Background: an optimization exercise with open tools, aiming at small area and a short achievable clock period. Do not read the settings as production practice.
Only simulation tests tie the RTL to the original design; equivalence was not proved.
Power is estimated from default activity; no workload was simulated.

<file path="flow/run.sh">
#!/bin/bash
# synth_recipe.tcl (not shown) runs the flow's synth.tcl, then flattens the netlist and writes it again
# the make line also repeats each setting of config.mk as NAME=value (left out here)
make -C /OpenROAD-flow-scripts/flow DESIGN_CONFIG=/design/flow/config.mk WORK_HOME=/design/flow/orfs CLKGATE_MAP_FILE= SYNTH_SCRIPT=/design/flow/synth_recipe.tcl finish
</file>
<file path="flow/config.mk">
export PLATFORM = sky130hd
export DESIGN_NAME = multi_rf_renamer
export DESIGN_NICKNAME = multi_rf_renamer
export VERILOG_FILES = /design/flow/design.v
export SDC_FILE = /design/flow/constraint.sdc
export NUM_CORES = 4
export LEC_CHECK = 0
export CAP_MARGIN = 20
export CORE_MARGIN = 2
export CORE_UTILIZATION = 40
export SLEW_MARGIN = 20
</file>
<file path="flow/constraint.sdc">
create_clock -name core_clock -period 5.2 [get_ports {clk}]
set_input_delay 1.0400 -clock core_clock [delete_from_list [all_inputs] [get_ports {clk}]]
set_output_delay 1.0400 -clock core_clock [all_outputs]
set_load 0.01 [all_outputs]
</file>
<file path="flow/design.v">
package multi_rf_renamer_pkg;
  localparam int DEF_NUM_RF      = 2;
  localparam int DEF_ARCH_REGS   = 32;
  localparam int DEF_PHYS_REGS   = 64;
  localparam int DEF_READ_PORTS  = 3;
  localparam int DEF_INUSE_DEPTH = 32;
  localparam int PHYS_ADDR_W = $clog2(DEF_PHYS_REGS);
  localparam int ARCH_ADDR_W = $clog2(DEF_ARCH_REGS);
  localparam int RF_IDX_W    = (DEF_NUM_RF > 1) ? $clog2(DEF_NUM_RF) : 1;
  typedef logic [PHYS_ADDR_W-1:0] phys_addr_t;
  typedef enum logic {ST_INIT, ST_RUN} init_state_e;
  typedef struct packed {
    logic [RF_IDX_W-1:0]    rf;
    logic [ARCH_ADDR_W-1:0] rd;
    phys_addr_t             old_phys;
    phys_addr_t             new_phys;
  } renamer_inuse_entry_t;
  function automatic int next_idx(input int idx, input int depth);
    next_idx = (idx == depth - 1) ? 0 : idx + 1;
  endfunction
endpackage
module multi_rf_renamer_free_list #(
  parameter int DEPTH = 32,
  parameter int PA_W  = 6
) (
  input  logic            clk,
  input  logic            rst,
  input  logic            push,
  input  logic [PA_W-1:0] push_phys,
  input  logic            pop,
  input  logic            rollback,
  output logic [PA_W-1:0] head,
  output logic            empty
);
  localparam int PTR_W = (DEPTH > 1) ? $clog2(DEPTH) : 1;
  localparam int CNT_W = $clog2(DEPTH + 1);
  logic [PA_W-1:0]  mem [DEPTH];
  logic [PTR_W-1:0] rd_ptr;
  logic [PTR_W-1:0] wr_ptr;
  logic [CNT_W-1:0] count;
  always_ff @(posedge clk) begin
    if (push) mem[wr_ptr] <= push_phys;
  end
  always_ff @(posedge clk or negedge rst) begin
    if (!rst) begin
      rd_ptr <= '0;
      wr_ptr <= '0;
      count  <= '0;
    end else begin
      if (push) wr_ptr <= PTR_W'(multi_rf_renamer_pkg::next_idx(int'(wr_ptr), DEPTH));
      if (pop)
        rd_ptr <= PTR_W'(multi_rf_renamer_pkg::next_idx(int'(rd_ptr), DEPTH));
      else if (rollback)
        rd_ptr <= (rd_ptr == '0) ? PTR_W'(DEPTH - 1) : rd_ptr - 1'b1;
      count <= count + CNT_W'(push) + CNT_W'(rollback) - CNT_W'(pop);
    end
  end
  assign head  = mem[rd_ptr];
  assign empty = (count == '0);
endmodule
module multi_rf_renamer #(
  parameter int              NUM_RF        = multi_rf_renamer_pkg::DEF_NUM_RF,
  parameter int              ARCH_REGS     = multi_rf_renamer_pkg::DEF_ARCH_REGS,
  parameter int              PHYS_REGS     = multi_rf_renamer_pkg::DEF_PHYS_REGS,
  parameter int              READ_PORTS    = multi_rf_renamer_pkg::DEF_READ_PORTS,
  parameter int              INUSE_DEPTH   = multi_rf_renamer_pkg::DEF_INUSE_DEPTH,
  parameter logic [NUM_RF-1:0] ZERO_REG_MASK = 2'b01,
  localparam int PA_W = $clog2(PHYS_REGS),
  localparam int AA_W = $clog2(ARCH_REGS),
  localparam int RF_W = (NUM_RF > 1) ? $clog2(NUM_RF) : 1
) (
  input  logic                       clk,
  input  logic                       rst,
  output logic                       init_done,
  input  logic                       rename_req,
  input  logic [RF_W-1:0]            rename_rf,
  input  logic [AA_W-1:0]            rename_rd,
  output logic                       rename_ready,
  output logic [PA_W-1:0]            rename_phys_rd,
  input  logic [READ_PORTS*RF_W-1:0] rs_rf,
  input  logic [READ_PORTS*AA_W-1:0] rs_addr,
  output logic [READ_PORTS*PA_W-1:0] rs_phys,
  input  logic                       issue_commit,
  input  logic                       rollback,
  input  logic                       retire_valid,
  input  logic                       retire_discard,
  output logic                       inuse_full
);
  localparam int FL_DEPTH    = PHYS_REGS - ARCH_REGS;
  localparam int INIT_CYCLES = (ARCH_REGS > FL_DEPTH) ? ARCH_REGS : FL_DEPTH;
  localparam int INIT_W      = $clog2(INIT_CYCLES);
  localparam int IU_PTR_W    = (INUSE_DEPTH > 1) ? $clog2(INUSE_DEPTH) : 1;
  localparam int IU_CNT_W    = $clog2(INUSE_DEPTH + 1);
  localparam int IU_ENTRY_W  = multi_rf_renamer_pkg::RF_IDX_W + multi_rf_renamer_pkg::ARCH_ADDR_W
                             + 2 * multi_rf_renamer_pkg::PHYS_ADDR_W;
  multi_rf_renamer_pkg::init_state_e          state, state_next;
  logic [INIT_W-1:0]    init_cnt;
  logic                 run;
  logic [PA_W-1:0]      spec_table [NUM_RF][ARCH_REGS];
  logic [NUM_RF-1:0]    tbl_we;
  logic [AA_W-1:0]      tbl_waddr;
  logic [PA_W-1:0]      tbl_wdata;
  logic [NUM_RF-1:0]    fl_push, fl_pop, fl_unpop, fl_empty;
  logic [PA_W-1:0]      fl_push_phys;
  logic [PA_W-1:0]      fl_head [NUM_RF];
  multi_rf_renamer_pkg::renamer_inuse_entry_t prev_r;
  logic [IU_ENTRY_W-1:0] iu_mem [INUSE_DEPTH];
  multi_rf_renamer_pkg::renamer_inuse_entry_t iu_head;
  logic [IU_PTR_W-1:0]  iu_rd_ptr, iu_wr_ptr;
  logic [IU_CNT_W-1:0]  iu_count;
  logic init_tbl, init_fl;
  logic rename_zero, prev_zero, rename_fire;
  logic rollback_fire, retire_fire, discard_fire, iu_push;
  logic [PA_W-1:0] rename_old_phys;
  function automatic logic is_zero(input logic [RF_W-1:0] rf, input logic [AA_W-1:0] rd);
    is_zero = (rd == '0) && ZERO_REG_MASK[rf];
  endfunction
  always_ff @(posedge clk or negedge rst) begin
    if (!rst) state <= multi_rf_renamer_pkg::ST_INIT;
    else      state <= state_next;
  end
  always_comb begin
    state_next = state;
    if (state == multi_rf_renamer_pkg::ST_INIT && int'(init_cnt) == INIT_CYCLES - 1) state_next = multi_rf_renamer_pkg::ST_RUN;
  end
  always_comb begin
    run       = (state == multi_rf_renamer_pkg::ST_RUN);
    init_done = run;
  end
  always_ff @(posedge clk or negedge rst) begin
    if (!rst)                 init_cnt <= '0;
    else if (state == multi_rf_renamer_pkg::ST_INIT) init_cnt <= init_cnt + 1'b1;
  end
  assign init_tbl = (state == multi_rf_renamer_pkg::ST_INIT) && (int'(init_cnt) < ARCH_REGS);
  assign init_fl  = (state == multi_rf_renamer_pkg::ST_INIT) && (int'(init_cnt) < FL_DEPTH);
  assign iu_head         = iu_mem[iu_rd_ptr];
  assign inuse_full      = (int'(iu_count) == INUSE_DEPTH);
  assign rename_zero     = is_zero(rename_rf, rename_rd);
  assign prev_zero       = is_zero(prev_r.rf, prev_r.rd);
  assign rename_old_phys = spec_table[rename_rf][rename_rd];
  assign rename_ready    = run & ~rollback & ~(retire_valid & retire_discard)
                         & (rename_zero | ~fl_empty[rename_rf]);
  assign rename_phys_rd  = rename_zero ? '0 : fl_head[rename_rf];
  assign rename_fire     = rename_req & rename_ready;
  assign rollback_fire   = run & rollback & ~prev_zero;
  assign retire_fire     = run & retire_valid & (iu_count != '0);
  assign discard_fire    = retire_fire & retire_discard;
  assign iu_push         = run & issue_commit & ~prev_zero & ~inuse_full;
  always_comb begin
    fl_push      = '0;
    fl_pop       = '0;
    fl_unpop     = '0;
    fl_push_phys = iu_head.old_phys;
    if (init_fl) begin
      fl_push      = '1;
      fl_push_phys = PA_W'(ARCH_REGS) + PA_W'(init_cnt);
    end else begin
      if (retire_fire) begin
        fl_push[iu_head.rf] = 1'b1;
        fl_push_phys        = retire_discard ? iu_head.new_phys : iu_head.old_phys;
      end
      if (rename_fire && !rename_zero) fl_pop[rename_rf] = 1'b1;
      if (rollback_fire)               fl_unpop[prev_r.rf] = 1'b1;
    end
  end
  for (genvar r = 0; r < NUM_RF; r++) begin : g_fl
    multi_rf_renamer_free_list #(.DEPTH(FL_DEPTH), .PA_W(PA_W)) u_fl (
      .clk       (clk),
      .rst       (rst),
      .push      (fl_push[r]),
      .push_phys (fl_push_phys),
      .pop       (fl_pop[r]),
      .rollback  (fl_unpop[r]),
      .head      (fl_head[r]),
      .empty     (fl_empty[r])
    );
  end
  always_comb begin
    tbl_we    = '0;
    tbl_waddr = rename_rd;
    tbl_wdata = rename_phys_rd;
    if (init_tbl) begin
      tbl_we    = '1;
      tbl_waddr = init_cnt[AA_W-1:0];
      tbl_wdata = PA_W'(init_cnt);
    end else if (rollback_fire) begin
      tbl_we[prev_r.rf] = 1'b1;
      tbl_waddr         = prev_r.rd;
      tbl_wdata         = prev_r.old_phys;
    end else if (discard_fire) begin
      tbl_we[iu_head.rf] = 1'b1;
      tbl_waddr          = iu_head.rd;
      tbl_wdata          = iu_head.old_phys;
    end else if (rename_fire && !rename_zero) begin
      tbl_we[rename_rf] = 1'b1;
    end
  end
  always_ff @(posedge clk) begin
    for (int r = 0; r < NUM_RF; r++)
      if (tbl_we[r]) spec_table[r][tbl_waddr] <= tbl_wdata;
  end
  always_comb begin
    rs_phys = '0;
    for (int p = 0; p < READ_PORTS; p++)
      if (!is_zero(rs_rf[p*RF_W +: RF_W], rs_addr[p*AA_W +: AA_W]))
        rs_phys[p*PA_W +: PA_W] = spec_table[rs_rf[p*RF_W +: RF_W]][rs_addr[p*AA_W +: AA_W]];
  end
  always_ff @(posedge clk or negedge rst) begin
    if (!rst)             prev_r <= '0;
    else if (rename_fire) prev_r <= {rename_rf, rename_rd, rename_old_phys, rename_phys_rd};
  end
  always_ff @(posedge clk) begin
    if (iu_push) iu_mem[iu_wr_ptr] <= prev_r;
  end
  always_ff @(posedge clk or negedge rst) begin
    if (!rst) begin
      iu_rd_ptr <= '0;
      iu_wr_ptr <= '0;
      iu_count  <= '0;
    end else begin
      if (iu_push)     iu_wr_ptr <= IU_PTR_W'(multi_rf_renamer_pkg::next_idx(int'(iu_wr_ptr), INUSE_DEPTH));
      if (retire_fire) iu_rd_ptr <= IU_PTR_W'(multi_rf_renamer_pkg::next_idx(int'(iu_rd_ptr), INUSE_DEPTH));
      iu_count <= iu_count + IU_CNT_W'(iu_push) - IU_CNT_W'(retire_fire);
    end
  end
endmodule
</file>
==> summary.txt <==
[final cells by class]
class | count | area [µm²]
well taps | 2189 | 2740
inverters | 61 | 229
flip-flops and latches | 1416 | 42200
diodes | 2 | 5.00
fillers | 13800 | 88500
clock buffers | 198 | 4160
multi-input cells | 1624 | 22700
clock inverters | 86 | 1040
repair buffers | 328 | 3020
[cells by family (layout without fill, tap and decap cells)]
logic type,after synthesis,after routing,synth area share
flops,1416,1416,0.638
mux,859,859,0.268
simple gates,439,439,0.0309
buf+inv,302,673,0.0221
compound gates,254,254,0.0281
fa+ha+maj,55,55,0.0110
xor+xnor,17,17,0.00225
other cells,0,2,0
[registers in the layout, summed over array words and instances, names as in the netlist]
name / count
g_fl.u_fl.count: 12
g_fl.u_fl.mem: 384
g_fl.u_fl.rd_ptr: 10
g_fl.u_fl.wr_ptr: 10
init_cnt: 5
iu_count: 6
iu_mem: 576
iu_rd_ptr: 5
iu_wr_ptr: 5
prev_r: 18
spec_table: 384
state: 1
[routing by layer]
layer	up-vias	track usage	share of wire	routed length, µm
li1	14800	-	-	-
met1	19500	0.309	0.42	76100
met2	1671	0.341	0.47	86800
met3	312	0.0399	0.076	13900
met4	2	0.0723	0.034	6190
met5	-	0	0.000071	13
[metrics by stage]
| step | power [mW] | std cells | instance area (µm²) | setup WS (ns) | hold slack [ns] |
|---|---|---|---|---|---|
| 2_1_floorplan | 22.3 | 3342 | 66100 | 0.637 | 0.474 |
| 3_3_place_gp | 26.3 | 5614 | 70700 | 0.0497 | 0.507 |
| 3_5_place_dp | 26.5 | 5614 | 70800 | 0.0635 | 0.511 |
| 4_1_cts | 37.8 | 5901 | 76000 | 0.0500 | 0.275 |
| 5_1_grt | 38.9 | 5902 | 76100 | 0.0277 | 0.309 |
| 6_report | 37.4 | 5904 | 76100 | 0.0370 | 0.289 |
[cells in the final DEF, fill, tap and decap left out, types with 7 or more instances in the layout]
cell	instances
clkbuf_16	155
clkinv_16	8
a22o_1	8
clkbuf_1	31
a31oi_1	9
nor3_1	85
mux2_2	45
dfrtp_1	58
o21ai_0	34
a21oi_1	45
nand3_1	19
and3_1	11
clkinv_2	28
buf_4	240
inv_1	58
nand2_1	87
buf_2	7
o221ai_1	27
clkinv_1	26
edfxtp_1	1344
dfrtp_2	9
xnor2_1	11
a221oi_1	12
nor2_1	128
nor2_2	32
o22ai_1	25
nor2b_1	21
ha_1	50
mux4_2	697
clkbuf_8	13
mux2i_1	96
clkdlybuf4s50_1	41
buf_12	34
nand3b_1	14
bufinv_16	13
mux4_1	20
[final timing paths]
kind | start | to | cells after the start
worst max-delay path | rs_addr[2] | rs_phys[0] | 10
worst min-delay path | rst | g_fl[0].u_fl.wr_ptr[1] | 1
worst max register to register | iu_rd_ptr[1] | spec_table[46][1] | 10
worst min register to register | init_cnt[2] | init_cnt[2] | 1
max in group asynchronous | rst | prev_r[0] | 2
min in group core_clock | init_cnt[2] | init_cnt[2] | 1
[power by group through the flow]
stage               Combinational [mW]  Sequential, mW  Clock [mW]
floorplan                         6.41            15.8           0
global placement                  9.94            16.4           0
detailed placement                10.1            16.4           0
CTS                               10.3            16.1        11.3
global route                      10.9            16.2        11.8
finish                            10.2            16.1        11.1
[worst reg2reg max path, cell delays in order, from the launching register on]
cell and delay, ns:
dfrtp_4 0.62, buf_4 0.31, mux4_2 0.55, a22o_1 0.26, a2111oi_0 0.77, buf_4 0.24, o32a_1 0.26, nand2b_1 0.59
buf_4 0.27, nor3_1 0.05, buf_4 0.23
[timing repair]
item	CTS	global route
buffers inserted	3	0
resized for setup	6	0
endpoints found under the setup margin	6	0
==> impl_metrics.ini <==
[die]
die_y_um = 411
rows = 149
core_um2 = 165000
dieArea_um2 = 169000
boundaryPins = 58
start_util = 0.402
die_x_um = 411

[timing]
fin_tns_setup_ns = 0
rsz0062_at_grt = false
slew_headroom = 0.198
post-route-period-util = 0.993
fmax_mhz = 194
clock_skew_ns = 0.0536
final_hold_viol_count = 0
drv_slew = 0
tightest_slew_ns = 1.20
period_minus_slack_ns = 5.16
finalSetupViolations = 0

[power_and_ir_drop]
seq_power_share = 0.430
p_int_mw = 25.6
sw_frac_of_total = 0.317
p_clk_frac = 0.297
power_density_nw_per_um2 = 492
p_leak_nw = 24.6
share_comb_of_total_power = 0.273
p_sw_mw = 11.9
ir_worst_vdd_mv = 0.430

[yosys]
netlist_area_um2 = 66100
synth_common_cells = 1344 x edfxtp_1, 697 x mux4_2, 160 x nor2_1
synth_top_area_cell = edfxtp_1
yosys-top-cells-area = edfxtp_1 61%, mux4_2 24%, dfrtp_1 2.7%
avgSynthCellArea_um2 = 19.8
synthMostInstantiatedCell = edfxtp_1
ys_types = 81
synth_top_area_share = 0.611
yosysWarnings = 3
synth_edf_count = 1344
synthArstFlopShare = 0.0508
syn-instance-count = 3342
yosys_register_bits = 1416
synth_fp_nets = 3428
yosysSeqAreaShare = 0.638
synthFlopType = edfxtp_1

[place]
io_buffers = 57
place_hpwl_um = 119000
gp_congestion = 0.868

[worst_setup_path]
cp_slowest_cell = a211oi_1
r2r_setup_slack_ns = 0.76
crit_chain = buf_2 -> nand2b_1 -> buf_4 -> o221ai_1 -> o22ai_1 -> nor3_1 -> a211oi_1 -> nor3_1 -> buf_4 -> clkdlybuf4s50_1
cp_num_buf_inv = 4
worst_setup_path_end_kind = output pin
start_kind = input pin
crit_required_ns = 4.16
crit_path_max_incr_delay_ns = 0.61
worstPathArrival_ns = 4.12
path_delay_family = buffers and inverters
crit_fanout = 14
path_class = in2out

[clocking]
cts_tree = yes
clk-insertion-delay-late_ns = 0.81
clock_path_buffers = 3
htreeDepth = 4
clockRootBuffer = clkbuf_16
cts.reportedPaths.clkPinSlew_ns = 0.06
cts.sinks = 1416
cts_buffers = 155
hold_buffers = 0

[detailed_routing]
viasPerCell = 6.15
first_pass_iters = 5
wire_per_inst_um = 31.0
ant_nets = 0
drc = 0
wirelength_um = 183000
drtIter0Drc = 4390
vias = 36300

[global_route]
track_usage = 0.218
grt_pass1_vias = 36400
grt_overflow_total = 0
antenna_found_initial = 4
grt_pass1_wl_um = 265000
grt_max_degree = 86

[min_path]
hp-class = in2async

[cells_and_area]
final_nets = 3672
final_util = 0.462
drive_gt1_frac = 0.363
area_growth_pct = 15.1

[status]
status = no timing/DRC/antenna violations

[run]
max_cap_violations = 0

-- afterwards: timing with drivers on the ports --
No port has a modelled driver above. Below, the same layout with a new extraction and two added sets of constraints.
Step 1 sets driving cells, clkbuf_16 on the clock port and buf_2 on the other inputs (assumed; they add their load-dependent delay and slew).
Step 2 also shifts input and output timing later by t, the mid clock arrival at the registers, as if the neighbouring blocks saw the same clock.
Three values: ideal, step 1, step 2; two values: the first two.
shift t [ns]: 0.863
setup slack, ns: 0.037 / 0.008 / 0.008
latest minus earliest clock arrival (ns): 0.054 / 0.053
After both steps setup and hold are still met in this run. For this run, drivers alone change the setup slack by -0.029 ns; drivers and shift together by -0.029 ns.
